Source: an optimization exercise on an open RTL-to-GDS flow (aim: small area). Production flows keep margins and buffers that such runs may drop. Only simulation tests tie the RTL to the original design; equivalence was not proved. Power and IR drop assume default switching activity.

==> design/flow/design.v <==
package apb_pkg;
  localparam int APB_ADDR_W = 32;
  localparam int APB_DATA_W = 32;
  localparam logic [APB_DATA_W-1:0] APB_ERR_RDATA = 32'hDEAD_BEEF;
  localparam logic [29:0] APB_ID_PREFIX = 30'h296C_0000;
endpackage
module apb_slave_regbank
#(
  parameter logic [1:0]  SLAVE_ID    = 2'd2,
  parameter int unsigned WAIT_CYCLES = 1,
  parameter int unsigned NUM_REGS    = 64
) (
  input  logic                           pclk,
  input  logic                           presetn,
  input  logic                           psel,
  input  logic                           penable,
  input  logic                           pwrite,
  input  logic [apb_pkg::APB_ADDR_W-1:0] paddr,
  input  logic [apb_pkg::APB_DATA_W-1:0] pwdata,
  output logic [apb_pkg::APB_DATA_W-1:0] prdata,
  output logic                           pready,
  output logic                           pslverr
);
  localparam int DW     = apb_pkg::APB_DATA_W;
  localparam int NSLOT  = 63;
  localparam int NTAP   = (NSLOT + 1) / 2;
  localparam logic [DW-1:0] ID_VALUE = {apb_pkg::APB_ID_PREFIX, SLAVE_ID};
  localparam logic [1:0] S_IDLE  = 2'd0;
  localparam logic [1:0] S_SETUP = 2'd1;
  localparam logic [1:0] S_WAIT  = 2'd2;
  localparam logic [1:0] S_RESP  = 2'd3;
  logic [1:0]    state_q;
  logic [1:0]    state_d;
  logic [7:0]    addr_q;
  logic          write_q;
  logic [DW-1:0] wdata_q;
  logic [DW-1:0] prdata_q;
  logic          pready_q;
  logic          pslverr_q;
  logic [5:0]    rot_q;       
  logic [5:0]    pos_q;       
  logic [1:0]    clr_q;       
  logic          wpend_q;     
  logic          cap_en;
  logic          resp_d;
  logic [5:0]    idx;
  logic          err_misalign;
  logic          err_any;
  logic          wr_cond;
  logic          wr_active;
  logic          rd_ok;
  logic          clear;
  logic [5:0]    rot_next;
  logic [6:0]    cap_sum;
  logic [5:0]    cap_pos;
  logic [NSLOT-1:0] pos_hot;
  logic          rd_slot;
  logic [DW-1:0] wd;
  logic [DW-1:0] rd_const;
  logic [DW-1:0] rd_value;
  assign cap_en = (state_q == S_IDLE) && psel && !penable;
  always_comb begin
    state_d = S_IDLE;
    case (state_q)
      S_IDLE:  state_d = cap_en ? S_SETUP : S_IDLE;
      S_SETUP: state_d = !psel ? S_IDLE : (penable ? S_WAIT : S_SETUP);
      S_WAIT:  state_d = psel ? S_RESP : S_IDLE;
      default: state_d = S_IDLE;
    endcase
  end
  assign resp_d = (state_q == S_WAIT) && psel;
  assign idx          = addr_q[7:2];
  assign err_misalign = (addr_q[1:0] != 2'b00);
  assign err_any      = err_misalign || (write_q && (idx == 6'd0));
  assign wr_cond      = write_q && !err_any;
  assign wr_active = presetn && wr_cond &&
                     (resp_d || (state_q == S_RESP) || wpend_q);
  assign rd_ok = presetn && resp_d && !write_q;
  assign rot_next = (rot_q == 6'(NSLOT - 1)) ? '0 : rot_q + 6'd1;
  assign cap_sum  = 7'(paddr[7:2]) + 7'(rot_next);
  always_comb begin
    if (cap_sum == 7'd0) begin
      cap_pos = 6'(NSLOT - 1);
    end else if (cap_sum > 7'(NSLOT)) begin
      cap_pos = 6'(cap_sum - 7'(NSLOT) - 7'd1);
    end else begin
      cap_pos = 6'(cap_sum - 7'd1);
    end
  end
  always_comb begin
    for (int s = 0; s < NSLOT; s++) begin
      pos_hot[s] = (pos_q == 6'(s));
    end
  end
  assign rd_slot  = rd_ok && !err_misalign && (idx != 6'd0);
  assign rd_const = ({DW{rd_ok && err_misalign}} & apb_pkg::APB_ERR_RDATA)
                  | ({DW{rd_ok && !err_misalign && (idx == 6'd0)}} & ID_VALUE);
  assign clear = !presetn || (clr_q != 2'd0);
  assign wd    = wdata_q & {DW{!clear}};
  logic [DW-1:0] slot_q [NSLOT];
  for (genvar s = 0; s < NSLOT; s++) begin : g_slot
    localparam int PREV = (s + NSLOT - 1) % NSLOT;
    if (s % 3 == 0) begin : g_port
      logic load;
      logic hold;
      assign load = clear || (wr_active && pos_hot[PREV]);
      assign hold = !load;
      for (genvar b = 0; b < DW; b++) begin : g_bit
        apb_portbit u_bit (
          .clk  (pclk),
          .hold (hold),
          .load (load),
          .prev (slot_q[PREV][b]),
          .d    (wd[b]),
          .q    (slot_q[s][b])
        );
      end
    end else begin : g_shift
      always_ff @(posedge pclk) begin
        slot_q[s] <= slot_q[PREV];
      end
    end
  end
  logic [NTAP-1:0] tap_sel;
  logic [DW-1:0]   tap_value;
  logic [DW-1:0]   stage_q;
  logic            at_tap;
  for (genvar t = 0; t < NTAP; t++) begin : g_tap_sel
    assign tap_sel[t] = pos_hot[2*t];
  end
  assign at_tap = !pos_q[0];
  for (genvar b = 0; b < DW; b++) begin : g_rd
    logic [10:0] grp_n;
    for (genvar g = 0; g < 10; g++) begin : g_grp
      apb_rdsel3 u_sel (
        .s   (tap_sel[3*g+2 -: 3]),
        .d   ({slot_q[6*g+4][b], slot_q[6*g+2][b], slot_q[6*g][b]}),
        .y_n (grp_n[g])
      );
    end
    apb_rdsel3 u_sel_last (
      .s   ({1'b0, tap_sel[31:30]}),
      .d   ({1'b0, slot_q[62][b], slot_q[60][b]}),
      .y_n (grp_n[10])
    );
    assign tap_value[b] = !(&grp_n);
  end
  always_ff @(posedge pclk) begin
    stage_q <= tap_value & {DW{!clear}};
  end
  assign rd_value = ({DW{rd_slot}} & (at_tap ? tap_value : stage_q)) | rd_const;
  always_ff @(posedge pclk) begin
    if (!presetn) begin
      state_q   <= S_IDLE;
      pready_q  <= 1'b0;
      pslverr_q <= 1'b0;
      rot_q     <= '0;
      clr_q     <= 2'd2;
      wpend_q   <= 1'b0;
    end else begin
      state_q   <= state_d;
      pready_q  <= resp_d;
      pslverr_q <= resp_d && err_any;
      rot_q     <= rot_next;
      clr_q     <= (clr_q != 2'd0) ? clr_q - 2'd1 : 2'd0;
      wpend_q   <= (state_q == S_RESP) && wr_cond;
    end
  end
  always_ff @(posedge pclk) begin
    prdata_q <= rd_value;
  end
  always_ff @(posedge pclk) begin
    if (cap_en) begin
      pos_q   <= cap_pos;
    end else begin
      pos_q   <= (pos_q == 6'(NSLOT - 1)) ? '0 : pos_q + 6'd1;
    end
  end
  always_ff @(posedge pclk) begin
    if (cap_en) begin
      addr_q  <= paddr[7:0];
      write_q <= pwrite;
      wdata_q <= pwdata;
    end
  end
  assign prdata  = prdata_q;
  assign pready  = pready_q;
  assign pslverr = pslverr_q;
endmodule
module apb_portbit (
  input  logic clk,
  input  logic hold,
  input  logic load,
  input  logic prev,
  input  logic d,
  output logic q
);
  always_ff @(posedge clk) begin
    q <= (prev & hold) | (d & load);
  end
endmodule
module apb_rdsel3 (
  input  logic [2:0] s,
  input  logic [2:0] d,
  output logic       y_n
);
  assign y_n = !(|(s & d));
endmodule
==> design/flow/run.sh <==
#!/bin/bash
# synth_recipe.tcl (not shown) runs the flow's synth.tcl, then flattens the netlist and writes it again
# the make line also repeats each setting of config.mk as NAME=value (left out here)
make -C /OpenROAD-flow-scripts/flow DESIGN_CONFIG=/design/flow/config.mk WORK_HOME=/design/flow/orfs CLKGATE_MAP_FILE= SYNTH_SCRIPT=/design/flow/synth_recipe.tcl finish
==> design/flow/config.mk <==
export PLATFORM = sky130hd
export DESIGN_NAME = apb_slave_regbank
export DESIGN_NICKNAME = apb_slave_regbank
export VERILOG_FILES = /design/flow/design.v
export SDC_FILE = /design/flow/constraint.sdc
export NUM_CORES = 4
export LEC_CHECK = 0
export CAP_MARGIN = 20
export CORE_MARGIN = 2
export CORE_UTILIZATION = 50
export CTS_BUF_LIST = sky130_fd_sc_hd__clkbuf_4 sky130_fd_sc_hd__clkbuf_8
export CTS_CLUSTER_DIAMETER = 50
export CTS_CLUSTER_SIZE = 15
export SLEW_MARGIN = 20
export SYNTH_HIERARCHICAL = 1
export SYNTH_MINIMUM_KEEP_SIZE = 0
==> design/flow/constraint.sdc <==
create_clock -name core_clock -period 5.0 [get_ports {pclk}]
set_input_delay 1.0000 -clock core_clock [delete_from_list [all_inputs] [get_ports {pclk}]]
set_output_delay 1.0000 -clock core_clock [all_outputs]
set_load 0.01 [all_outputs]
==> impl_metrics.py, run 1 <==
metrics = {
    "outcome": {
        "run_status": "no timing/DRC/antenna violations",
    },
    "cts": {
        "cts_hold_buffers": 0,
        "clock-sinks": 2140,
        "post_cts_resized": 0,
        "cts_buffers": 171,
        "clk_latency_ns": 0.89,
        "root_buffer": "clkbuf_8",
        "clk_pin_slew_ns": 0.09,
        "post-cts-setup-buffers": 0,
        "clock_path_buffers": 3,
        "htree_num_levels": 4,
        "cts_tree": "yes",
    },
    "setup_path": {
        "arrival_ns": 4.99,
        "critPathLaunchType": "flop",
        "critPathCaptureType": "flop",
        "regToRegSetupSlack_ns": 0.83,
        "path_max_fanout": 18,
        "r2r_end": "prdata_q[0]",
        "crit_type": "reg -> reg",
        "reg2regPathDepth": 12,
        "crit_required_ns": 5.82,
        "r2r_start": "pos_q[0]",
        "critPathLaunch": "pos_q[0]",
    },
    "grt": {
        "grt_util_all_layers": 0.299,
        "gr-total-overflow": 0,
        "antenna_found_initial": 4,
        "grt_pass1_wl_mm": 249,
        "grt_pass1_vias": 34577,
        "grt_max_degree": 54,
    },
    "drt": {
        "ant_nets": 0,
        "dr.pass1.iters": 8,
        "vias": 35658,
        "viasPerCell": 6.20,
        "drc": 0,
        "wl_per_cell_um": 30.3,
        "drt-total-wl_mm": 175,
        "drt_iter0_markers": 5538,
    },
    "placed_design": {
        "placedCellCount": 5506,
        "port_buffers": 78,
        "gp_congestion": 0.837,
        "dp_hpwl_mm": 108,
    },
    "synth": {
        "synth_seq_cells": 2140,
        "synth_edf_count": 41,
        "async_reset_ff_frac": 0,
        "synth_top_area_share": 0.753,
        "syn_area_per_cell_um2": 15.0,
        "synth_seq_area_share": 0.775,
        "synthTopCellsByArea": "dfxtp_1 75%, a22o_1 11%, a222oi_1 6.3%, edfxtp_1 2.2%, nand4_1 0.83%",
        "ys.flop_type": "dfxtp_1",
        "synthesis.area_mm2": 0.0558,
        "synth_cells": 3728,
        "synthDistinctLibCells": 58,
        "yosysTopAreaCell": "dfxtp_1",
        "yosysWarnings": 682,
    },
    "layout": {
        "fill_cells": 9034,
        "mostFrequentLayoutCells": "2098 x dfxtp_1, 673 x a22o_1, 352 x a222oi_1",
        "finalNonFillerCells": 5754,
        "layout_commonest_cell": "dfxtp_1",
        "post_route_cells_drive_above_1_share": 0.123,
        "area_delta_synth_final_pct": 15.2,
        "fin_nets": 4277,
    },
    "sta": {
        "report.final.slew_viol_count": 0,
        "setup_violations": 0,
        "tightest_slew_ns": 1.21,
        "finalCriticalPeriod_ns": 4.17,
        "fmax_mhz": 240,
        "fin_crit_sh": 0.834,
        "rsz0062_at_grt": "no",
        "maxSlewHeadroom": 0.192,
        "finalHoldViolCount": 0,
        "skew_ns": 0.0479,
        "tns_ns": 0,
    },
    "die": {
        "boundaryPins": 103,
        "initial_core_util": 0.504,
        "die_x_um": 338,
        "floorplan.rows": 122,
        "core_area_mm2": 0.111,
        "dieArea_mm2": 0.114,
        "dieHeight_um": 338,
    },
    "power_and_ir_drop": {
        "netSwitchingFraction": 0.253,
        "finalPower_mw": 30.2,
        "power.internal_mw": 22.5,
        "leakage_nw": 24.8,
        "p_comb_frac": 0.085,
        "power_density_mw_per_mm2": 470,
        "pwr-share-clk": 0.309,
        "power.share.sequential": 0.606,
        "vdd_drop_max_mv": 0.250,
        "switching_power_mw": 7.65,
    },
    "hold_path": {
        "hp-start": "slot_q[19][29]",
        "whs_endpoint": "slot_q[20][29]",
        "hold_path.class": "reg -> reg",
        "holdPathStages": 0,
    },
    "flow_run": {
        "maxCapViolCount": 0,
    },
}
-- critical path, cell delays in order (launching register included) --
cell and delay [ns]:
dfxtp_2 0.33, inv_2 0.40, ha_1 0.75, nand2_1 0.49
nor2_4 0.65, buf_4 0.45, a222oi_1 0.24, nand4_1 0.16
nor3_1 0.09, nor2_1 0.10, a21oi_1 0.05, o21ai_0 0.19
buf_4 0.18
-- registers in the layout (all words and copies together), names as in the netlist --
signal	cells
wdata_q	32
pslverr_q	1
g_slot.g_port.g_bit.u_bit.q	672
clr_q	2
prdata_q	32
wpend_q	1
addr_q	8
write_q	1
state_q	2
pready_q	1
pos_q	6
rot_q	6
stage_q	32
slot_q	1344
-- stage by stage --
stage          utilization  instance area, um2  worst slack, ns  hold slack [ns]
2_1_floorplan            -               56100             1.14            0.310
3_3_place_gp         0.551               61000            0.856            0.310
3_5_place_dp         0.552               61100            0.984            0.312
6_report             0.581               64300            0.829            0.305
5_1_grt              0.581               64300            0.731            0.306
4_1_cts              0.580               64200            0.976            0.305
-- metal layers --
metal / routed length (um) / vias to the layer above / global-route usage / part of all wire
li1: - / 15395 / - / -
met1: 77400 / 18077 / 0.441 / 0.44
met2: 73200 / 1885 / 0.433 / 0.42
met3: 18000 / 299 / 0.0642 / 0.10
met4: 5810 / 2 / 0.105 / 0.033
met5: 11 / - / 0 / 0.000063
-- how the worst max path moves through the flow --
stage / endpoint / slack, ns
2_1_floorplan: g_slot[12].g_port.g_bit[0].u_bit.q / 1.14
3_3_place_gp: g_slot[15].g_port.g_bit[3].u_bit.q / 0.86
3_5_place_dp: g_slot[42].g_port.g_bit[23].u_bit.q / 0.98
4_1_cts: prdata_q[1] / 0.98
5_1_grt: prdata_q[1] / 0.73
6_report: prdata_q[0] / 0.83
-- logic make-up (layout without fill, tap and decap cells) --
group,after synthesis,after routing,share of synthesized area
multiplexers,11,11,0.00200
AO/OA/AOI/OAI,1153,1153,0.182
adder cells (fa/ha/maj),16,16,0.00372
XOR/XNOR,9,9,0.00155
buffers and inverters,46,516,0.00312
other,1,69,0.0000672
flip-flops,2140,2140,0.775
AND/OR/NAND/NOR,352,352,0.0324
-- per-module statistics from Yosys (local to each module, per instance) --
module	flip-flops and latches	copies in the design	area (um2)
apb_slave_regbank	1468	1	33000
apb_rdsel3	0	352	10.0
apb_portbit	1	672	28.8
-- power by group through the flow --
stage / sequential, mW / clock (mW) / combinational [mW]
6_report: 18.3 / 9.32 / 2.57
5_1_grt: 18.4 / 10.2 / 2.64
4_1_cts: 18.3 / 9.46 / 2.50
3_5_place_dp: 18.7 / 0 / 2.48
3_3_place_gp: 18.7 / 0 / 2.47
2_1_floorplan: 18.6 / 0 / 1.07
-- Yosys cell counts, types with 3 or more instances --
cell type,count
dfxtp_1,2099
a22o_1,673
a222oi_1,352
nor2_1,114
nand4_1,74
and2_1,47
o21ai_0,45
edfxtp_1,41
a21oi_1,38
nand3_1,31
nand2_1,30
clkbuf_1,29
nor3_1,26
a31oi_1,20
ha_1,15
inv_1,11
mux2i_1,10
or2_2,7
xor2_1,7
nand2b_1,4
nor2b_1,4
buf_1,3
nor4_1,3
o21ai_1,3
-- layout make-up --
cell class	count	area [um2]	share of cell area
sequential	2140	43300	0.673
multi-input combinational	1605	13400	0.209
clock buffer	202	2660	0.0413
timing repair buffer	261	2560	0.0398
tap	1488	1860	0.0290
clock inverter	40	482	0.00749
inverter	13	50.0	0.000779
antenna	5	12.5	0.000195
==> inputs of run 2 (changes only) <==
--- a/design/flow/config.mk
+++ b/design/flow/config.mk
@@ -8,9 +8,9 @@
 export CAP_MARGIN = 20
 export CORE_MARGIN = 2
 export CORE_UTILIZATION = 50
-export CTS_BUF_LIST = sky130_fd_sc_hd__clkbuf_4 sky130_fd_sc_hd__clkbuf_8
-export CTS_CLUSTER_DIAMETER = 50
-export CTS_CLUSTER_SIZE = 15
+export CTS_BUF_LIST = sky130_fd_sc_hd__clkbuf_8 sky130_fd_sc_hd__clkbuf_16
+export CTS_CLUSTER_DIAMETER = 80
+export CTS_CLUSTER_SIZE = 30
 export SLEW_MARGIN = 20
 export SYNTH_HIERARCHICAL = 1
 export SYNTH_MINIMUM_KEEP_SIZE = 0
==> run 2 against run 1 <==
  * Still clean
  * Critical path depth decreased by 3
  * Combinational power about the same
  * Global-route usage decreased by 0.40 points
  * Die area unchanged
  * Synthesized area unchanged
  * Utilization decreased by 0.79 points
  * Sequential power about the same
  * Largest cell class unchanged
  * Highest routed layer unchanged
==> impl_metrics.py, run 2 <==
metrics = {
    "drt": {
        "drt_iter0_markers": 5956,
        "ant_nets": 0,
        "viasPerCell": 6.21,
        "drt-total-wl_mm": 173,
        "drc": 0,
        "wl_per_cell_um": 30.8,
        "dr.pass1.iters": 8,
        "vias": 34865,
    },
    "layout": {
        "area_delta_synth_final_pct": 13.6,
        "regMostFlops": "slot_q",
        "num_antenna_cells": 0,
        "reg.largest.list": "slot_q x1344, g_slot.g_port.g_bit.u_bit.q x672",
        "mostFrequentLayoutCells": "2098 x dfxtp_1, 673 x a22o_1, 352 x a222oi_1",
        "fill_cells": 9062,
        "layout_commonest_cell": "dfxtp_1",
        "post_route_cells_drive_above_1_share": 0.0906,
        "largest_reg_flops": 1344,
        "finalNonFillerCells": 5617,
        "fin_nets": 4188,
    },
    "grt": {
        "grt_util_all_layers": 0.295,
        "antenna_found_initial": 5,
        "grt.met3_usage": 0.0555,
        "grt_pass1_wl_mm": 246,
        "grt.busiest_layer": "met1",
        "met1_usage": 0.442,
        "grt_max_degree": 54,
        "gr-total-overflow": 0,
        "grt_pass1_vias": 33557,
        "met2_usage": 0.433,
    },
    "synth": {
        "synth_seq_cells": 2140,
        "yosysWarnings": 682,
        "synth_seq_area_share": 0.775,
        "ys_top_cells_by_count": "2099 x dfxtp_1, 673 x a22o_1, 352 x a222oi_1",
        "synth_cells": 3728,
        "yosysTopAreaCell": "dfxtp_1",
        "synth_edf_count": 41,
        "synth_top_area_share": 0.753,
        "async_reset_ff_frac": 0,
        "synth_most_common_cell": "dfxtp_1",
        "synthesis.area_mm2": 0.0558,
        "synthTopCellsByArea": "dfxtp_1 75%, a22o_1 11%, a222oi_1 6.3%, edfxtp_1 2.2%, nand4_1 0.83%",
        "ys.flop_type": "dfxtp_1",
        "synthDistinctLibCells": 58,
        "syn_area_per_cell_um2": 15.0,
    },
    "setup_path": {
        "regToRegSetupSlack_ns": 0.83,
        "r2r_end": "prdata_q[1]",
        "path_buf_inv": 2,
        "critPathCaptureType": "flop",
        "crit_type": "reg -> reg",
        "critPathLaunchType": "flop",
        "path_max_fanout": 18,
        "critical_path.top_delay_family": "simple AND/OR/NAND/NOR gates",
        "r2r_start": "pos_q[0]",
        "reg2regPathDepth": 9,
        "crit_chain": "inv_2, ha_1, nand2_1, nor2_4, buf_4, a222oi_1, nand4_1, mux2i_1, a21oi_1",
        "cpPeakStageDelay_ns": 0.81,
        "slowest_stage": "nor2_4",
        "crit_required_ns": 5.53,
        "arrival_ns": 4.70,
    },
    "sta": {
        "tightest_slew_ns": 1.16,
        "rsz0062_at_grt": "no",
        "skew_ns": 0.0444,
        "report.final.slew_viol_count": 0,
        "finalHoldViolCount": 0,
        "holdWs_ns": 0.304,
        "finalCriticalPeriod_ns": 4.17,
        "fin_crit_sh": 0.834,
        "maxSlewHeadroom": 0.221,
        "setup_violations": 0,
        "tns_ns": 0,
        "fmax_mhz": 240,
        "setup_slack_ns": 0.830,
    },
    "cts": {
        "clock-sinks": 2140,
        "cts_tree": "yes",
        "clock_path_buffers": 3,
        "htree_num_levels": 3,
        "post-cts-setup-buffers": 0,
        "cts_buffers": 82,
        "clk_pin_slew_ns": 0.11,
        "root_buffer": "clkbuf_16",
        "post_cts_resized": 0,
        "cts_hold_buffers": 0,
        "clk_latency_ns": 0.70,
    },
    "placed_design": {
        "port_buffers": 78,
        "gp_congestion": 0.837,
        "dp_slack_ns": 0.984,
        "placedCellCount": 5506,
        "dp_hpwl_mm": 108,
    },
    "flow_run": {
        "maxCapViolCount": 0,
    },
    "hold_path": {
        "hold_path.class": "reg -> reg",
        "hp-start": "slot_q[37][23]",
        "holdPathStages": 0,
        "whs_endpoint": "slot_q[38][23]",
    },
    "die": {
        "floorplan.rows": 122,
        "core_area_mm2": 0.111,
        "die_x_um": 338,
        "initial_core_util": 0.504,
        "dieHeight_um": 338,
        "dieArea_mm2": 0.114,
        "boundaryPins": 103,
    },
    "power_and_ir_drop": {
        "vdd_drop_max_mv": 0.299,
        "power_density_mw_per_mm2": 458,
        "leakage_nw": 24.4,
    },
    "outcome": {
        "run_status": "no timing/DRC/antenna violations",
    },
}
## run 2: cell counts after synthesis
No cell type changed its count.
## run 2: kinds of logic (layout without fill, tap and decap cells)
group / after synthesis / in the layout / synth area share
mux: 11 / 11 / 0.00200
xor+xnor: 9 / 9 / 0.00155
fa+ha+maj: 16 / 16 / 0.00372
other cells: 1 / 64 / 0.0000672
simple gates: 352 / 352 / 0.0324
buf+inv: 46 / 384 / 0.00312
flops: 2140 / 2140 / 0.775
compound gates: 1153 / 1153 / 0.182
## run 2: how the worst max path moves through the flow
stage,depth (start not counted),slack (ns),end,from
6_report,9,0.83,prdata_q[1],pos_q[0]
5_1_grt,9,0.75,prdata_q[1],pos_q[0]
4_1_cts,12,1.0,prdata_q[31],pos_q[0]
3_5_place_dp,7,0.98,g_slot[42].g_port.g_bit[23].u_bit.q,psel
3_3_place_gp,7,0.86,g_slot[15].g_port.g_bit[3].u_bit.q,psel
2_1_floorplan,5,1.14,g_slot[12].g_port.g_bit[0].u_bit.q,presetn
## run 2: per-layer routing
| metal | share of wire | up-vias | wire length (um) |
|---|---|---|---|
| met5 | 0.00013 | - | 23 |
| met4 | 0.030 | 4 | 5240 |
| met3 | 0.096 | 241 | 16600 |
| met2 | 0.42 | 1633 | 73200 |
| met1 | 0.45 | 17807 | 77900 |
| li1 | - | 15180 | - |
## run 2: metrics by stage
step                      total power, mW   util  instance area (um2)
after floorplan                      19.6      -                56100
after global routing                 29.9  0.573                63400
after CTS                            29.0  0.573                63400
final                                29.0  0.573                63400
after global placement               21.1  0.551                61000
after detailed placement             21.2  0.552                61100
## run 2: cell type report
cell class                      count  area, um2  area share
Multi-Input combinational cell   1605      13400       0.211
Timing Repair Buffer              261       2560      0.0403
Tap cell                         1488       1860      0.0294
Inverter                           13       50.0    0.000789
Clock buffer                       85       2120      0.0334
Clock inverter                     25        156     0.00247
Sequential cell                  2140      43300       0.682
## run 2: modules after synthesis (local to each module, per instance)
module	area, um2	times used	cells inside
apb_rdsel3	10.0	352	1
apb_portbit	28.8	672	2
apb_slave_regbank	33000	1	2032
## run 2: where the power goes
group          internal (mW)  switching (mW)
clock                   3.11            5.02
combinational          0.713            1.85
sequential              17.9           0.372
==> inputs of run 3 (changes only) <==
--- a/design/flow/design.v
+++ b/design/flow/design.v
@@ -31,7 +31,8 @@
   localparam logic [1:0] S_RESP  = 2'd3;
   logic [1:0]    state_q;
   logic [1:0]    state_d;
-  logic [7:0]    addr_q;
+  logic          misal_q;     
+  logic          id_q;        
   logic          write_q;
   logic [DW-1:0] wdata_q;
   logic [DW-1:0] prdata_q;
@@ -43,7 +44,6 @@
   logic          wpend_q;     
   logic          cap_en;
   logic          resp_d;
-  logic [5:0]    idx;
   logic          err_misalign;
   logic          err_any;
   logic          wr_cond;
@@ -69,9 +69,8 @@
     endcase
   end
   assign resp_d = (state_q == S_WAIT) && psel;
-  assign idx          = addr_q[7:2];
-  assign err_misalign = (addr_q[1:0] != 2'b00);
-  assign err_any      = err_misalign || (write_q && (idx == 6'd0));
+  assign err_misalign = misal_q;
+  assign err_any      = err_misalign || (write_q && id_q);
   assign wr_cond      = write_q && !err_any;
   assign wr_active = presetn && wr_cond &&
                      (resp_d || (state_q == S_RESP) || wpend_q);
@@ -92,9 +91,9 @@
       pos_hot[s] = (pos_q == 6'(s));
     end
   end
-  assign rd_slot  = rd_ok && !err_misalign && (idx != 6'd0);
+  assign rd_slot  = rd_ok && !err_misalign && !id_q;
   assign rd_const = ({DW{rd_ok && err_misalign}} & apb_pkg::APB_ERR_RDATA)
-                  | ({DW{rd_ok && !err_misalign && (idx == 6'd0)}} & ID_VALUE);
+                  | ({DW{rd_ok && !err_misalign && id_q}} & ID_VALUE);
   assign clear = !presetn || (clr_q != 2'd0);
   assign wd    = wdata_q & {DW{!clear}};
   logic [DW-1:0] slot_q [NSLOT];
@@ -138,9 +137,9 @@
         .y_n (grp_n[g])
       );
     end
-    apb_rdsel3 u_sel_last (
-      .s   ({1'b0, tap_sel[31:30]}),
-      .d   ({1'b0, slot_q[62][b], slot_q[60][b]}),
+    apb_rdsel2 u_sel_last (
+      .s   (tap_sel[31:30]),
+      .d   ({slot_q[62][b], slot_q[60][b]}),
       .y_n (grp_n[10])
     );
     assign tap_value[b] = !(&grp_n);
@@ -178,7 +177,8 @@
   end
   always_ff @(posedge pclk) begin
     if (cap_en) begin
-      addr_q  <= paddr[7:0];
+      misal_q <= (paddr[1:0] != 2'b00);
+      id_q    <= (paddr[7:2] == 6'd0);
       write_q <= pwrite;
       wdata_q <= pwdata;
     end
@@ -206,3 +206,10 @@
 );
   assign y_n = !(|(s & d));
 endmodule
+module apb_rdsel2 (
+  input  logic [1:0] s,
+  input  logic [1:0] d,
+  output logic       y_n
+);
+  assign y_n = !(|(s & d));
+endmodule
==> run 3 against run 2 <==
  * Synthesized cell count down 0.30%
  * Sequential share of layout area up 1.3 points
  * Register-to-register slack better by 0.14 ns
  * Largest cell class unchanged
  * Critical path type unchanged
  * Worst hold slack better by 0.013 ns
  * Largest power group unchanged
  * Count of clock-buffer cells in the layout down 1
  * Cell area down 2.3%
  * Sequential cell count down 6
  * Cell count down 2.4%
  * Power down 0.70%
  * Wire length up 0.41%
==> impl_metrics.py, run 3 <==
metrics = {
    "cts": {
        "cts_buffers": 83,
        "clk_latency_ns": 0.72,
        "clock_path_buffers": 3,
        "clock-sinks": 2134,
        "cts_hold_buffers": 0,
        "post_cts_resized": 0,
        "root_buffer": "clkbuf_16",
        "cts_tree": "yes",
        "htree_num_levels": 3,
        "post-cts-setup-buffers": 0,
        "clk_pin_slew_ns": 0.11,
    },
    "setup_path": {
        "arrival_ns": 4.61,
        "critPathLaunchType": "flop",
        "slowest_stage": "a222oi_1",
        "path_buf_inv": 0,
        "path_max_fanout": 17,
        "crit_required_ns": 5.57,
        "critPathCaptureType": "flop",
        "critical_path.top_delay_family": "simple AND/OR/NAND/NOR gates",
        "crit_type": "reg -> reg",
        "crit_chain": "or2_1, nor2_4, a222oi_1, nand4_1, nor3_1, nor2_1, a21oi_1, o21ai_0",
        "cpPeakStageDelay_ns": 0.75,
    },
    "layout": {
        "area_delta_synth_final_pct": 11.4,
        "regMostFlops": "slot_q",
        "layout_commonest_cell": "dfxtp_1",
        "reg.largest.list": "slot_q x1344, g_slot.g_port.g_bit.u_bit.q x672",
        "largest_reg_flops": 1344,
        "mostFrequentLayoutCells": "2098 x dfxtp_1, 673 x a22o_1, 320 x a222oi_1",
        "num_antenna_cells": 0,
        "fin_nets": 4056,
        "post_route_cells_drive_above_1_share": 0.0849,
    },
    "sta": {
        "finalHoldViolCount": 0,
        "setup_slack_ns": 0.965,
        "fin_crit_sh": 0.807,
        "maxSlewHeadroom": 0.141,
        "fmax_mhz": 248,
        "finalCriticalPeriod_ns": 4.03,
        "rsz0062_at_grt": "no",
        "setup_violations": 0,
        "skew_ns": 0.0447,
        "report.final.slew_viol_count": 0,
        "tightest_slew_ns": 1.29,
    },
    "synth": {
        "synth_most_common_cell": "dfxtp_1",
        "synthesis.area_mm2": 0.0556,
        "synthTopCellsByArea": "dfxtp_1 76%, a22o_1 11%, a222oi_1 5.8%, edfxtp_1 1.9%, nor2_1 0.82%",
        "synth_seq_cells": 2134,
        "ys_top_cells_by_count": "2099 x dfxtp_1, 673 x a22o_1, 320 x a222oi_1",
        "syn_area_per_cell_um2": 15.0,
        "synth_cells": 3717,
        "synth_edf_count": 35,
        "ys.flop_type": "dfxtp_1",
        "synth_top_area_share": 0.756,
        "synthDistinctLibCells": 56,
        "yosysWarnings": 682,
        "yosysTopAreaCell": "dfxtp_1",
        "async_reset_ff_frac": 0,
        "synth_seq_area_share": 0.775,
    },
    "die": {
        "die_x_um": 337,
        "dieArea_mm2": 0.114,
        "initial_core_util": 0.503,
        "floorplan.rows": 122,
        "dieHeight_um": 337,
        "boundaryPins": 103,
        "core_area_mm2": 0.111,
    },
    "placed_design": {
        "gp_congestion": 0.834,
        "dp_hpwl_mm": 102,
        "dp_slack_ns": 1.01,
        "port_buffers": 78,
    },
    "drt": {
        "ant_nets": 0,
        "wl_per_cell_um": 31.7,
        "viasPerCell": 6.26,
        "drc": 0,
        "drt-total-wl_mm": 174,
        "drt_iter0_markers": 5606,
        "vias": 34319,
        "dr.pass1.iters": 9,
    },
    "power_and_ir_drop": {
        "vdd_drop_max_mv": 0.275,
        "power_density_mw_per_mm2": 465,
        "leakage_nw": 23.7,
        "finalPower_mw": 28.8,
    },
    "grt": {
        "grt_pass1_wl_mm": 242,
        "grt_util_all_layers": 0.301,
        "antenna_found_initial": 3,
        "grt_pass1_vias": 32418,
        "gr-total-overflow": 0,
        "grt_max_degree": 64,
    },
    "outcome": {
        "run_status": "no timing/DRC/antenna violations",
    },
    "flow_run": {
        "maxCapViolCount": 0,
    },
    "hold_path": {
        "hold_path.class": "reg -> reg",
    },
}
## run 3: cell count changes after synthesis, sizes merged, moves of 4 or more
cell | before | now
a222oi | 352 | 320
a22oi | 1 | 33
inv | 13 | 33
a31oi | 20 | 6
and2 | 47 | 38
nand4 | 75 | 66
mux2i | 10 | 2
nand3 | 31 | 38
nor2 | 114 | 121
edfxtp | 41 | 35
nor3 | 26 | 32
buf | 4 | 0
clkbuf | 29 | 25
## run 3: layout make-up
class | instances | area (um2)
clock buffers | 84 | 2090
clock inverters | 23 | 231
fillers | 9136 | 48600
inverters | 33 | 124
multi-input cells | 1525 | 12800
flip-flops and latches | 2134 | 43100
well taps | 1488 | 1860
repair buffers | 194 | 1780
## run 3: where the power goes
part / total [mW] / internal (mW) / switching (mW)
combinational: 2.30 / 0.567 / 1.74
sequential: 18.3 / 17.9 / 0.371
clock: 8.26 / 3.16 / 5.10
total: 28.8 / 21.6 / 7.20
## run 3: final timing paths
path                                                           from              to  slack (ns)  depth (start not counted)
worst min register to register  g_slot[45].g_port.g_bit[15].u_bit.q  slot_q[46][15]        0.32                          0
worst min-delay path            g_slot[45].g_port.g_bit[15].u_bit.q  slot_q[46][15]        0.32                          0
worst max-delay path                                       pos_q[5]    prdata_q[18]        0.97                          8
worst max register to register                             pos_q[5]    prdata_q[18]        0.97                          8
## run 3: metal layers
| layer | part of all wire | routed length (um) | global-route usage |
|---|---|---|---|
| met1 | 0.43 | 75400 | 0.438 |
| met2 | 0.42 | 73300 | 0.441 |
| met3 | 0.11 | 19100 | 0.0747 |
| met4 | 0.034 | 5830 | 0.0924 |
| met5 | 0.000063 | 11 | 0 |
## run 3: cells by family after synthesis
family	synth area share
AOI/OAI and AO/OA	0.183
xor gates and xnor gates	0.00155
adders and majority gates	0.00374
buffers and inverters	0.00392
DFF	0.775
muxes	0.000563
and+or+nand+nor	0.0323
## run 3: Yosys stat by module (local to each module, per instance)
module             copies in the design  flops+latches
apb_portbit                         672              1
apb_rdsel2                           32              0
apb_slave_regbank                     1           1462
apb_rdsel3                          320              0
## run 3: metrics by stage
step	hold slack, ns	instance area [um2]	setup TNS [ns]	instances	util
3_3_place_gp	0.309	59600	0	5373	0.539
3_5_place_dp	0.312	59600	0	5374	0.540
5_1_grt	0.319	61900	0	5481	0.561
6_report	0.317	61900	0	5481	0.561
2_1_floorplan	0.310	55600	-7.09	3717	-
4_1_cts	0.321	61900	0	5481	0.561
## run 3: worst register-to-register path: stages, from the launching register on
cell	delay [ns]
dfxtp_1	0.44
or2_1	0.70
nor2_4	0.44
a222oi_1	0.76
nand4_1	0.17
nor3_1	0.69
nor2_1	0.08
a21oi_1	0.46
o21ai_0	0.16
==> inputs of run 4 (changes only) <==
==> design/flow/flow/run.sh (new file) <==
#!/bin/bash
# Own layout flow: the standard ORFS flow (standard.sh), with the port
# buffers that global placement inserts on every input and output made the
# smallest buffer cell (sky130_fd_sc_hd__buf_1) instead of the default pick.
# Everything else, synthesis included, is the standard flow unchanged.
# The full output of the run goes to flow_standard.log in the work folder;
# ORFS's per-step logs are under orfs/logs/.
set -euo pipefail
export BUFFER_PORTS_ARGS="-buffer_cell sky130_fd_sc_hd__buf_1"
bash standard.sh > flow_standard.log 2>&1
==> design/flow/standard.sh (new file) <==
#!/bin/bash
# synth_recipe.tcl (not shown) runs the flow's synth.tcl, then flattens the netlist and writes it again
# the make line also repeats each setting of config.mk as NAME=value (left out here)
make -C /OpenROAD-flow-scripts/flow DESIGN_CONFIG=/design/flow/config.mk WORK_HOME=/design/flow/orfs CLKGATE_MAP_FILE= SYNTH_SCRIPT=/design/flow/synth_recipe.tcl "${@:-finish}"
removed: design/flow/run.sh
==> run 4 against run 3 <==
  * Synthesized area stayed put
  * Worst hold slack gained 0.0020 ns
  * Register-to-register slack better by 0.17 ns
  * Utilization is 0.55 points lower
  * Non-clock buffer count shrank 13
  * Cell count fell by 0.26%
  * Wire length grew 0.63%
  * Critical path depth grew 3
  * Setup slack gained 0.17 ns
  * Via count decreased by 0.10%
  * Clock skew is 0.010 ns lower
==> impl_metrics.py, run 4 <==
metrics = {
    "die": {
        "core_area_mm2": 0.111,
        "floorplan.rows": 122,
        "die_x_um": 337,
        "dieHeight_um": 337,
        "initial_core_util": 0.503,
        "boundaryPins": 103,
        "dieArea_mm2": 0.114,
    },
    "cts": {
        "clk_latency_ns": 0.71,
        "htree_num_levels": 3,
        "root_buffer": "clkbuf_16",
        "post_cts_resized": 0,
        "cts_tree": "yes",
        "cts_hold_buffers": 0,
        "cts_buffers": 83,
        "clock-sinks": 2134,
        "clock_path_buffers": 3,
        "clk_pin_slew_ns": 0.11,
        "post-cts-setup-buffers": 0,
    },
    "placed_design": {
        "dp_slack_ns": 1.05,
        "dp_hpwl_mm": 101,
        "placedCellCount": 5360,
        "port_buffers": 78,
        "gp_congestion": 0.830,
    },
    "drt": {
        "drt_iter0_markers": 5836,
        "ant_nets": 0,
        "drt-total-wl_mm": 175,
        "drc": 0,
        "dr.pass1.iters": 9,
        "wl_per_cell_um": 32.0,
        "viasPerCell": 6.27,
        "vias": 34283,
    },
    "sta": {
        "setup_violations": 0,
        "tightest_slew_ns": 1.26,
        "rsz0062_at_grt": "no",
        "maxSlewHeadroom": 0.159,
        "setup_slack_ns": 1.14,
        "report.final.slew_viol_count": 0,
        "fmax_mhz": 259,
        "fin_crit_sh": 0.772,
        "skew_ns": 0.0346,
        "finalCriticalPeriod_ns": 3.86,
        "finalHoldViolCount": 0,
    },
    "synth": {
        "synth_top_area_share": 0.756,
        "synth_edf_count": 35,
        "ys.flop_type": "dfxtp_1",
        "synth_seq_cells": 2134,
        "synth_cells": 3717,
        "synthDistinctLibCells": 56,
        "yosysTopAreaCell": "dfxtp_1",
        "async_reset_ff_frac": 0,
        "synthesis.area_mm2": 0.0556,
        "yosysWarnings": 682,
        "synth_seq_area_share": 0.775,
        "ys_top_cells_by_count": "2099 x dfxtp_1, 673 x a22o_1, 320 x a222oi_1",
        "synthTopCellsByArea": "dfxtp_1 76%, a22o_1 11%, a222oi_1 5.8%, edfxtp_1 1.9%, nor2_1 0.82%",
        "synth_most_common_cell": "dfxtp_1",
        "syn_area_per_cell_um2": 15.0,
    },
    "setup_path": {
        "crit_type": "reg -> reg",
        "path_max_fanout": 21,
        "arrival_ns": 4.41,
        "critPathCaptureType": "flop",
        "critPathLaunchType": "flop",
        "crit_required_ns": 5.55,
    },
    "layout": {
        "post_route_cells_drive_above_1_share": 0.0817,
        "largest_reg_flops": 1344,
        "reg.largest.list": "slot_q x1344, g_slot.g_port.g_bit.u_bit.q x672",
        "mostFrequentLayoutCells": "2098 x dfxtp_1, 673 x a22o_1, 320 x a222oi_1",
        "regMostFlops": "slot_q",
        "area_delta_synth_final_pct": 10.3,
        "fin_nets": 4043,
        "fill_cells": 9159,
        "finalNonFillerCells": 5467,
        "layout_commonest_cell": "dfxtp_1",
    },
    "grt": {
        "grt_max_degree": 64,
        "grt_util_all_layers": 0.302,
        "gr-total-overflow": 0,
        "grt_pass1_wl_mm": 243,
        "grt_pass1_vias": 32538,
        "antenna_found_initial": 13,
    },
    "power_and_ir_drop": {
        "pwr-share-clk": 0.287,
        "p_comb_frac": 0.080,
        "switching_power_mw": 7.18,
        "leakage_nw": 23.4,
        "finalPower_mw": 28.8,
        "power_density_mw_per_mm2": 470,
        "power.internal_mw": 21.6,
        "power.share.sequential": 0.633,
        "netSwitchingFraction": 0.249,
        "vdd_drop_max_mv": 0.322,
    },
    "flow_run": {
        "maxCapViolCount": 0,
    },
    "outcome": {
        "run_status": "no timing/DRC/antenna violations",
    },
    "hold_path": {
        "hold_path.class": "reg -> reg",
    },
}
## run 4: Yosys stat by module, one instance, submodules excluded
module	area, um2	cells inside
apb_rdsel3	10.0	1
apb_portbit	28.8	2
apb_slave_regbank	32600	2021
apb_rdsel2	12.5	1
## run 4: critical path, stage by stage (launching register included)
cell	delay, ns
dfxtp_4	0.36
inv_1	0.17
ha_1	0.32
nand2_1	0.46
nor2_4	0.37
buf_4	0.37
a222oi_1	0.40
nand4_1	0.19
nor3_1	0.46
nor2_1	0.08
a21oi_1	0.36
o21ai_0	0.15
## run 4: metal layers
layer / vias up / part of all wire / global-route usage
met5: - / 0.00030 / 0
met4: 8 / 0.033 / 0.0984
met3: 308 / 0.10 / 0.0649
met2: 1732 / 0.43 / 0.451
met1: 17421 / 0.43 / 0.438
li1: 14814 / - / -
## run 4: final timing paths
kind                                                     startpoint        endpoint  slack (ns)  cells after the start
worst max-delay path                                       pos_q[0]    prdata_q[23]        1.14                     11
worst min-delay path            g_slot[39].g_port.g_bit[31].u_bit.q  slot_q[40][31]        0.32                      0
worst max register to register                             pos_q[0]    prdata_q[23]        1.14                     11
worst min register to register  g_slot[39].g_port.g_bit[31].u_bit.q  slot_q[40][31]        0.32                      0
## run 4: power groups by stage
stage                     Sequential (mW)  Combinational (mW)  Clock (mW)
after floorplan                      18.5                1.00           0
after global placement               18.6                2.18           0
after detailed placement             18.6                2.21           0
after CTS                            18.2                2.22        8.37
after global routing                 18.3                2.34        8.97
final                                18.3                2.29        8.27
## run 4: per-stage QoR
stage,instance area [um2],utilization,setup TNS [ns],hold WS [ns]
6_report,61300,0.555,0,0.319
5_1_grt,61300,0.555,0,0.332
4_1_cts,61300,0.555,0,0.323
3_5_place_dp,59000,0.534,0,0.312
3_3_place_gp,58900,0.533,0,0.310
2_1_floorplan,55600,-,-7.09,0.310
## run 4: cell type report
cell class,count,area (um2),share of cell area
repair buffers,181,1150,0.0188
clock buffers,87,2180,0.0355
inverters,33,124,0.00202
well taps,1488,1860,0.0304
flip-flops and latches,2134,43100,0.702
clock inverters,17,150,0.00245
diodes,2,5.00,0.0000816
multi-input cells,1525,12800,0.209
## run 4: cells by family (layout without fill, tap and decap cells)
family | Yosys count | count (layout) | synth area share
flops | 2134 | 2134 | 0.775
simple gates | 355 | 355 | 0.0323
mux | 3 | 3 | 0.000563
buf+inv | 58 | 318 | 0.00392
fa+ha+maj | 16 | 16 | 0.00374
xor+xnor | 9 | 9 | 0.00155
other cells | 0 | 2 | 0
compound gates | 1142 | 1142 | 0.183
==> inputs of run 5 (changes only) <==
--- a/design/flow/design.v
+++ b/design/flow/design.v
@@ -23,7 +23,6 @@
 );
   localparam int DW     = apb_pkg::APB_DATA_W;
   localparam int NSLOT  = 63;
-  localparam int NTAP   = (NSLOT + 1) / 2;
   localparam logic [DW-1:0] ID_VALUE = {apb_pkg::APB_ID_PREFIX, SLAVE_ID};
   localparam logic [1:0] S_IDLE  = 2'd0;
   localparam logic [1:0] S_SETUP = 2'd1;
@@ -56,6 +55,7 @@
   logic [NSLOT-1:0] pos_hot;
   logic          rd_slot;
   logic [DW-1:0] wd;
+  logic [DW-1:0] wd_n;
   logic [DW-1:0] rd_const;
   logic [DW-1:0] rd_value;
   assign cap_en = (state_q == S_IDLE) && psel && !penable;
@@ -96,23 +96,36 @@
                   | ({DW{rd_ok && !err_misalign && id_q}} & ID_VALUE);
   assign clear = !presetn || (clr_q != 2'd0);
   assign wd    = wdata_q & {DW{!clear}};
+  assign wd_n  = ~wd;
   logic [DW-1:0] slot_q [NSLOT];
   for (genvar s = 0; s < NSLOT; s++) begin : g_slot
     localparam int PREV = (s + NSLOT - 1) % NSLOT;
+    localparam int SEG  = s / 3;
     if (s % 3 == 0) begin : g_port
       logic load;
       logic hold;
       assign load = clear || (wr_active && pos_hot[PREV]);
       assign hold = !load;
       for (genvar b = 0; b < DW; b++) begin : g_bit
-        apb_portbit u_bit (
-          .clk  (pclk),
-          .hold (hold),
-          .load (load),
-          .prev (slot_q[PREV][b]),
-          .d    (wd[b]),
-          .q    (slot_q[s][b])
-        );
+        if (SEG == 0) begin : g_keep
+          apb_portbit u_bit (
+            .clk  (pclk),
+            .hold (hold),
+            .load (load),
+            .prev (slot_q[PREV][b]),
+            .d    (wd[b]),
+            .q    (slot_q[s][b])
+          );
+        end else begin : g_inv
+          apb_portbit_n u_bit (
+            .clk  (pclk),
+            .hold (hold),
+            .load (load),
+            .prev (slot_q[PREV][b]),
+            .d    ((SEG % 2 == 1) ? wd[b] : wd_n[b]),
+            .q    (slot_q[s][b])
+          );
+        end
       end
     end else begin : g_shift
       always_ff @(posedge pclk) begin
@@ -120,29 +133,34 @@
       end
     end
   end
-  logic [NTAP-1:0] tap_sel;
   logic [DW-1:0]   tap_value;
   logic [DW-1:0]   stage_q;
   logic            at_tap;
-  for (genvar t = 0; t < NTAP; t++) begin : g_tap_sel
-    assign tap_sel[t] = pos_hot[2*t];
-  end
   assign at_tap = !pos_q[0];
   for (genvar b = 0; b < DW; b++) begin : g_rd
-    logic [10:0] grp_n;
-    for (genvar g = 0; g < 10; g++) begin : g_grp
+    logic [7:0]  grp_n;
+    logic [4:0]  grp_i;
+    for (genvar g = 0; g < 7; g++) begin : g_grp
+      localparam int S0 = 6 * ((3*g)   / 2) + 2 * ((3*g)   % 2);
+      localparam int S1 = 6 * ((3*g+1) / 2) + 2 * ((3*g+1) % 2);
+      localparam int S2 = 6 * ((3*g+2) / 2) + 2 * ((3*g+2) % 2);
       apb_rdsel3 u_sel (
-        .s   (tap_sel[3*g+2 -: 3]),
-        .d   ({slot_q[6*g+4][b], slot_q[6*g+2][b], slot_q[6*g][b]}),
+        .s   ({pos_hot[S2], pos_hot[S1], pos_hot[S0]}),
+        .d   ({slot_q[S2][b], slot_q[S1][b], slot_q[S0][b]}),
         .y_n (grp_n[g])
       );
     end
-    apb_rdsel2 u_sel_last (
-      .s   (tap_sel[31:30]),
-      .d   ({slot_q[62][b], slot_q[60][b]}),
-      .y_n (grp_n[10])
-    );
-    assign tap_value[b] = !(&grp_n);
+    assign grp_n[7] = !(pos_hot[62] && slot_q[62][b]);
+    for (genvar h = 0; h < 5; h++) begin : g_grpi
+      localparam int S0 = 12 * h + 4;
+      localparam int S1 = 12 * h + 10;
+      apb_rdsel2i u_sel (
+        .s_n ({!pos_hot[S1], !pos_hot[S0]}),
+        .d_n ({slot_q[S1][b], slot_q[S0][b]}),
+        .y   (grp_i[h])
+      );
+    end
+    assign tap_value[b] = !(&grp_n) || (|grp_i);
   end
   always_ff @(posedge pclk) begin
     stage_q <= tap_value & {DW{!clear}};
@@ -206,10 +224,22 @@
 );
   assign y_n = !(|(s & d));
 endmodule
-module apb_rdsel2 (
-  input  logic [1:0] s,
-  input  logic [1:0] d,
-  output logic       y_n
-);
-  assign y_n = !(|(s & d));
-endmodule
+module apb_portbit_n (
+  input  logic clk,
+  input  logic hold,
+  input  logic load,
+  input  logic prev,
+  input  logic d,
+  output logic q
+);
+  always_ff @(posedge clk) begin
+    q <= !((prev | load) & (d | hold));
+  end
+endmodule
+module apb_rdsel2i (
+  input  logic [1:0] s_n,
+  input  logic [1:0] d_n,
+  output logic       y
+);
+  assign y = !(&(s_n | d_n));
+endmodule
--- a/design/flow/config.mk
+++ b/design/flow/config.mk
@@ -7,10 +7,11 @@
 export LEC_CHECK = 0
 export CAP_MARGIN = 20
 export CORE_MARGIN = 2
-export CORE_UTILIZATION = 50
+export CORE_UTILIZATION = 70
 export CTS_BUF_LIST = sky130_fd_sc_hd__clkbuf_8 sky130_fd_sc_hd__clkbuf_16
 export CTS_CLUSTER_DIAMETER = 80
 export CTS_CLUSTER_SIZE = 30
+export PLACE_DENSITY = 0.9
 export SLEW_MARGIN = 20
 export SYNTH_HIERARCHICAL = 1
 export SYNTH_MINIMUM_KEEP_SIZE = 0
==> run 5 against run 4 <==
  * Sequential power up 4%
  * Clock power down 2%
  * Synthesized area down 2.4%
  * Wire length up 7.5%
  * Sequential share of layout area up 2.6 points
  * Global-route usage up 16 points
  * Highest routed layer unchanged
==> impl_metrics.py, run 5 <==
metrics = {
    "layout": {
        "layout_commonest_cell": "dfxtp_1",
        "regMostFlops": "slot_q",
        "area_delta_synth_final_pct": 9.02,
        "fill_cells": 4023,
        "stdcell_area_mm2": 0.0591,
        "multiInputGateArea_mm2": 0.0112,
        "largest_reg_flops": 1344,
        "mostFrequentLayoutCells": "2098 x dfxtp_1, 802 x o22ai_1, 224 x a222oi_1",
        "finalNonFillerCells": 5076,
        "post_route_cells_drive_above_1_share": 0.0703,
        "fin_nets": 4088,
        "reg.largest.list": "slot_q x1344, g_slot.g_port.g_bit.g_inv.u_bit.q x640",
        "seqCellArea_mm2": 0.0431,
    },
    "synth": {
        "synth_simple_gate_area_frac": 0.0327,
        "synthesis.area_mm2": 0.0542,
        "syn_area_per_cell_um2": 14.3,
        "ys_top_cells_by_count": "2099 x dfxtp_1, 802 x o22ai_1, 224 x a222oi_1",
        "synthAdderAreaFrac": 0.00383,
        "synth_seq_area_share": 0.794,
        "synthDistinctLibCells": 54,
        "synth_cells": 3794,
        "synth_seq_cells": 2134,
        "yosysWarnings": 683,
        "synthTopCellsByArea": "dfxtp_1 77%, o22ai_1 9.3%, a222oi_1 4.1%, edfxtp_1 1.9%, nand2_1 0.62%",
        "async_reset_ff_frac": 0,
        "synth_top_family_by_area": "compound AO/OA/AOI/OAI gates",
        "synth_edf_count": 35,
        "post_synth_mux_area_share": 0.00136,
        "ys.flop_type": "dfxtp_1",
        "synth_top_area_share": 0.775,
        "synth_compound_area_frac": 0.159,
        "synth_most_common_cell": "dfxtp_1",
        "synth_xor_area_frac": 0.00178,
        "yosysTopAreaCell": "dfxtp_1",
    },
    "cts": {
        "clock-sinks": 2134,
        "cts_tree": "yes",
        "htree_num_levels": 3,
        "root_buffer": "clkbuf_16",
        "post-cts-setup-buffers": 0,
        "clock_path_buffers": 3,
        "post_cts_resized": 0,
        "cts_hold_buffers": 0,
        "clk_latency_ns": 0.71,
        "clk_pin_slew_ns": 0.12,
        "cts_buffers": 81,
    },
    "sta": {
        "setup_slack_ns": 0.640,
        "skew_ns": 0.0375,
        "fin_crit_sh": 0.872,
        "rsz0062_at_grt": "no",
        "setup_violations": 0,
        "report.final.slew_viol_count": 0,
        "maxSlewHeadroom": 0.0600,
        "fmax_mhz": 229,
        "finalHoldViolCount": 0,
        "finalCriticalPeriod_ns": 4.36,
        "tns_ns": 0,
        "tightest_slew_ns": 1.41,
    },
    "die": {
        "floorplan.rows": 102,
        "initial_core_util": 0.704,
        "dieHeight_um": 282,
        "dieArea_mm2": 0.0797,
        "boundaryPins": 103,
        "die_x_um": 282,
        "core_area_mm2": 0.0771,
    },
    "drt": {
        "dr.pass1.iters": 10,
        "viasPerCell": 7.71,
        "vias": 39148,
        "ant_nets": 0,
        "drc": 0,
        "wl_per_cell_um": 37.0,
        "drt_iter0_markers": 7605,
        "drt-total-wl_mm": 188,
    },
    "power_and_ir_drop": {
        "power.internal_mw": 22.0,
        "netSwitchingFraction": 0.260,
        "leakage_nw": 22.5,
        "power_density_mw_per_mm2": 504,
        "switching_power_mw": 7.74,
        "vdd_drop_max_mv": 0.409,
        "power.share.sequential": 0.639,
        "pwr-share-clk": 0.273,
        "finalPower_mw": 29.8,
        "p_comb_frac": 0.088,
    },
    "grt": {
        "gr-total-overflow": 0,
        "antenna_found_initial": 8,
        "grt_pass1_vias": 39134,
        "grt_pass1_wl_mm": 263,
        "grt_max_degree": 64,
        "grt_util_all_layers": 0.464,
    },
    "outcome": {
        "run_status": "no timing/DRC/antenna violations",
    },
    "setup_path": {
        "path_max_fanout": 19,
        "crit_path_end": "prdata_q[8]",
        "r2r_start": "pos_q[5]",
        "regToRegSetupSlack_ns": 0.64,
        "critPathLaunchType": "flop",
        "crit_type": "reg -> reg",
        "reg2regPathDepth": 8,
        "critPathLaunch": "pos_q[5]",
        "crit_required_ns": 5.59,
        "critPathCaptureType": "flop",
        "arrival_ns": 4.95,
        "r2r_end": "prdata_q[8]",
    },
    "placed_design": {
        "placedCellCount": 4958,
        "gp_congestion": 0.904,
        "port_buffers": 78,
        "dp_hpwl_mm": 102,
        "dp_slack_ns": 0.923,
        "placed_cell_area_mm2": 0.0568,
    },
    "flow_run": {
        "maxCapViolCount": 0,
    },
    "hold_path": {
        "hp-start": "g_slot[9].g_port.g_bit[17].g_inv.u_bit.q",
        "hold_path.class": "reg -> reg",
    },
}
## run 5: modules after synthesis, one instance, submodules excluded
module / cells / flops+latches / area (um2)
apb_portbit_n: 2 / 1 / 26.3
apb_rdsel3: 1 / 0 / 10.0
apb_slave_regbank: 2066 / 1462 / 33300
apb_portbit: 2 / 1 / 28.8
apb_rdsel2i: 1 / 0 / 6.26
## run 5: power groups by stage
stage          logic (mW)  registers [mW]  clock network [mW]
6_report             2.63            19.0                8.13
5_1_grt              2.58            19.1                8.56
4_1_cts              2.39            19.0                8.02
3_5_place_dp         2.34            19.3                   0
3_3_place_gp         2.22            19.2                   0
2_1_floorplan        1.19            19.0                   0
## run 5: per-stage QoR
stage / hold slack (ns) / util
after floorplan: 0.310 / -
after global placement: 0.310 / 0.737
after detailed placement: 0.312 / 0.737
after CTS: 0.318 / 0.766
after global routing: 0.324 / 0.767
final: 0.311 / 0.767
## run 5: logic make-up after synthesis
family / after synthesis
flops: 2134
compound gates: 1197
simple gates: 329
buf+inv: 100
fa+ha+maj: 16
xor+xnor: 11
mux: 7
## run 5: cell type report
| type | instances | area share |
|---|---|---|
| Antenna cell | 8 | 0.000339 |
| Clock buffer | 85 | 0.0356 |
| Clock inverter | 23 | 0.00271 |
| Inverter | 65 | 0.00419 |
| Multi-Input combinational cell | 1560 | 0.190 |
| Sequential cell | 2134 | 0.729 |
| Tap cell | 1040 | 0.0220 |
| Timing Repair Buffer | 161 | 0.0165 |
## run 5: critical path, stage by stage, from the launching register on
cell and delay [ns]:
dfxtp_1 0.64, nand2b_1 0.69, nor2_4 0.35, buf_4 0.35, a222oi_1 0.53, nand4_1 0.18, a2111oi_1 0.68, o21ai_0 0.46
and2_1 0.31
## run 5: metal layers
metal | up-vias | global-route usage | part of all wire
met3 | 1531 | 0.208 | 0.17
met1 | 18424 | 0.543 | 0.31
met4 | 6 | 0.379 | 0.11
met2 | 4223 | 0.658 | 0.41
li1 | 14964 | - | -
met5 | - | 0.00427 | 0.00018
## run 5: worst min path at each step
stage	end	slack, ns	cells after the start
finish	slot_q[10][17]	0.31	0
global route	slot_q[22][17]	0.32	0
CTS	slot_q[10][17]	0.32	0
detailed placement	slot_q[10][28]	0.31	0
global placement	slot_q[44][0]	0.31	0
floorplan	slot_q[10][0]	0.31	0
==> inputs of run 6 (changes only) <==
==> design/flow/run.sh (new file) <==
#!/bin/bash
# synth_recipe.tcl (not shown) runs the flow's synth.tcl, then flattens the netlist and writes it again
# the make line also repeats each setting of config.mk as NAME=value (left out here)
make -C /OpenROAD-flow-scripts/flow DESIGN_CONFIG=/design/flow/config.mk WORK_HOME=/design/flow/orfs CLKGATE_MAP_FILE= SYNTH_SCRIPT=/design/flow/synth_recipe.tcl finish
--- a/design/flow/config.mk
+++ b/design/flow/config.mk
@@ -7,11 +7,10 @@
 export LEC_CHECK = 0
 export CAP_MARGIN = 20
 export CORE_MARGIN = 2
-export CORE_UTILIZATION = 70
+export CORE_UTILIZATION = 50
 export CTS_BUF_LIST = sky130_fd_sc_hd__clkbuf_8 sky130_fd_sc_hd__clkbuf_16
 export CTS_CLUSTER_DIAMETER = 80
 export CTS_CLUSTER_SIZE = 30
-export PLACE_DENSITY = 0.9
 export SLEW_MARGIN = 20
 export SYNTH_HIERARCHICAL = 1
 export SYNTH_MINIMUM_KEEP_SIZE = 0
removed: design/flow/flow/run.sh
removed: design/flow/standard.sh
==> run 6 against run 5 <==
  * Critical endpoint is now prdata_q[14]
  * Highest routed layer unchanged
  * Largest power group unchanged
  * Wire length shrank 4.9%
  * Sequential cell count is the same
  * Synthesized area is the same
  * Sequential power barely moved
  * Utilization shrank 20 points
  * Clock power increased by 1%
  * Setup slack improved by 0.24 ns
  * Critical path depth increased by 1
  * Cell count is 7.9% higher
==> impl_metrics.py, run 6 <==
metrics = {
    "power_and_ir_drop": {
        "power.share.sequential": 0.635,
        "p_comb_frac": 0.089,
        "leakage_nw": 23.0,
        "switching_power_mw": 7.59,
        "netSwitchingFraction": 0.255,
        "power.internal_mw": 22.2,
        "power_density_mw_per_mm2": 491,
        "vdd_drop_max_mv": 0.290,
        "finalPower_mw": 29.7,
        "pwr-share-clk": 0.276,
    },
    "layout": {
        "largest_reg_flops": 1344,
        "mostFrequentLayoutCells": "2098 x dfxtp_1, 802 x o22ai_1, 224 x a222oi_1",
        "final_core_util": 0.564,
        "fill_cells": 8771,
        "fin_nets": 4125,
        "post_route_cells_drive_above_1_share": 0.0787,
        "layout_commonest_cell": "dfxtp_1",
        "reg.largest.list": "slot_q x1344, g_slot.g_port.g_bit.g_inv.u_bit.q x640",
        "area_delta_synth_final_pct": 11.6,
        "regMostFlops": "slot_q",
    },
    "synth": {
        "synth_edf_count": 35,
        "synthDistinctLibCells": 54,
        "synth_xor_area_frac": 0.00178,
        "synth_simple_gate_area_frac": 0.0327,
        "synthesis.area_mm2": 0.0542,
        "async_reset_ff_frac": 0,
        "synth_seq_cells": 2134,
        "synth_top_family_by_area": "compound AO/OA/AOI/OAI gates",
        "yosysTopAreaCell": "dfxtp_1",
        "synth_compound_area_frac": 0.159,
        "synth_cells": 3794,
        "synth_top_area_share": 0.775,
        "ys.flop_type": "dfxtp_1",
        "yosysWarnings": 683,
        "syn_area_per_cell_um2": 14.3,
        "synth_seq_area_share": 0.794,
        "synthAdderAreaFrac": 0.00383,
        "synthTopCellsByArea": "dfxtp_1 77%, o22ai_1 9.3%, a222oi_1 4.1%, edfxtp_1 1.9%, nand2_1 0.62%",
        "ys_top_cells_by_count": "2099 x dfxtp_1, 802 x o22ai_1, 224 x a222oi_1",
        "post_synth_mux_area_share": 0.00136,
        "synth_most_common_cell": "dfxtp_1",
    },
    "die": {
        "floorplan.rows": 120,
        "die_x_um": 333,
        "boundaryPins": 103,
        "core_area_mm2": 0.107,
        "dieArea_mm2": 0.111,
        "initial_core_util": 0.505,
        "dieHeight_um": 333,
    },
    "drt": {
        "dr.pass1.iters": 9,
        "ant_nets": 0,
        "viasPerCell": 6.41,
        "drc": 0,
        "drt_iter0_markers": 5022,
        "drt-total-wl_mm": 179,
        "vias": 35092,
        "wl_per_cell_um": 32.6,
    },
    "cts": {
        "clock-sinks": 2134,
        "post_cts_resized": 0,
        "clk_latency_ns": 0.71,
        "cts_tree": "yes",
        "post-cts-setup-buffers": 0,
        "clock_path_buffers": 3,
        "htree_num_levels": 3,
        "root_buffer": "clkbuf_16",
        "cts_buffers": 83,
        "clk_pin_slew_ns": 0.11,
        "cts_hold_buffers": 0,
    },
    "grt": {
        "antenna_found_initial": 3,
        "gr-total-overflow": 0,
        "grt_pass1_wl_mm": 247,
        "grt_pass1_vias": 33541,
        "grt_max_degree": 64,
        "grt_util_all_layers": 0.313,
    },
    "sta": {
        "fin_crit_sh": 0.824,
        "finalHoldViolCount": 0,
        "tns_ns": 0,
        "setup_slack_ns": 0.881,
        "rsz0062_at_grt": "no",
        "setup_violations": 0,
        "holdWs_ns": 0.306,
        "finalCriticalPeriod_ns": 4.12,
        "tightest_slew_ns": 1.18,
        "maxSlewHeadroom": 0.209,
        "report.final.slew_viol_count": 0,
        "skew_ns": 0.0383,
        "fmax_mhz": 243,
    },
    "setup_path": {
        "crit_type": "reg -> reg",
        "path_max_fanout": 21,
        "critPathCaptureType": "flop",
        "critPathLaunchType": "flop",
        "critPathLaunch": "pos_q[3]",
        "crit_required_ns": 5.61,
        "arrival_ns": 4.73,
        "r2r_start": "pos_q[3]",
    },
    "outcome": {
        "run_status": "no timing/DRC/antenna violations",
    },
    "flow_run": {
        "maxCapViolCount": 0,
    },
    "hold_path": {
        "hold_path.class": "reg -> reg",
        "hp-start": "slot_q[13][24]",
    },
    "placed_design": {
        "gp_congestion": 0.857,
        "dp_hpwl_mm": 105,
        "dp_slack_ns": 0.895,
        "port_buffers": 78,
    },
}
-- run 6: power by group through the flow --
stage,combinational (mW),sequential (mW),clock [mW]
CTS,2.56,18.9,8.27
detailed placement,2.56,19.2,0
finish,2.65,18.9,8.22
global route,2.70,19.0,8.82
global placement,2.54,19.2,0
floorplan,1.19,19.0,0
-- run 6: metal layers --
| metal | vias to the layer above | share of wire | GRT usage |
|---|---|---|---|
| met5 | - | 0.000084 | 0 |
| met4 | 2 | 0.048 | 0.141 |
| met3 | 456 | 0.096 | 0.0640 |
| met2 | 1857 | 0.45 | 0.487 |
| met1 | 17702 | 0.41 | 0.424 |
| li1 | 15075 | - | - |
-- run 6: cells by family (layout without fill, tap and decap cells) --
family,Yosys count,count (layout)
mux,7,7
fa+ha+maj,16,16
other cells,0,4
simple gates,329,329
buf+inv,100,374
flops,2134,2134
compound gates,1197,1197
xor+xnor,11,11
-- run 6: per-stage QoR --
stage / instance area [um2] / cells
2_1_floorplan: 54200 / 3794
3_3_place_gp: 58200 / 5357
3_5_place_dp: 58200 / 5357
4_1_cts: 60500 / 5470
5_1_grt: 60500 / 5471
6_report: 60500 / 5475
-- run 6: cell type report --
class                   count  area (um2)  share of cell area
well taps                1403        1760              0.0290
clock inverters            28         191             0.00316
diodes                      4        10.0            0.000165
clock buffers              85        2130              0.0351
repair buffers            196        1850              0.0305
flip-flops and latches   2134       43100               0.711
inverters                  65         244             0.00403
multi-input cells        1560       11300               0.187
-- run 6: final timing paths --
check	slack, ns	to	depth (start not counted)
worst max-delay path	0.88	prdata_q[14]	9
worst min-delay path	0.31	slot_q[14][24]	0
worst max register to register	0.88	prdata_q[14]	9
worst min register to register	0.31	slot_q[14][24]	0
-- run 6: worst max-delay path, cell delays in order, from the launching register on --
cell	delay, ns
dfxtp_1	0.41
nor2b_1	0.71
nand2_1	0.51
nor2_4	1.04
buf_4	0.48
a222oi_1	0.17
nand4b_1	0.15
a2111oi_1	0.10
o21ai_0	0.23
and2_1	0.24
-- run 6: modules after synthesis, one instance, submodules excluded --
module	cells inside	cell area [um2]
apb_slave_regbank	2066	33300
apb_portbit	2	28.8
apb_portbit_n	2	26.3
apb_rdsel3	1	10.0
apb_rdsel2i	1	6.26

[afterwards: timing with drivers on the ports]
In the flow no input, the clock included, has a driving cell. The finished layouts below were timed again as built, in two steps.
Step 1, drivers: a clkbuf_16 drives pclk and a buf_2 each remaining input, both assumed.
Step 2, shift: input delay + t, output delay - t, t = (earliest + latest rising clock arrival at the registers) / 2. This alone moves slack from input paths to output paths.
a / b / c = ideal / step 1 / step 2; a / b = the first two.
run | t, ns | slack for setup (ns) | worst data-port slew with drivers (ns)
run 1 | 0.932 | 0.829 / 0.829 / 0.829 | 0.04
run 2 | 0.762 | 0.830 / 0.830 / 0.830 | 0.04
run 3 | 0.767 | 0.965 / 0.965 / 0.952 | 0.03
run 4 | 0.764 | 1.140 / 1.140 / 0.941 | 0.06
run 5 | 0.760 | 0.640 / 0.640 / 0.640 | 0.05
run 6 | 0.762 | 0.881 / 0.881 / 0.857 | 0.05
After both steps every run listed still meets setup and hold. For run 4, which loses most, drivers alone change the setup slack by 0.000 ns; drivers and shift together by -0.199 ns.
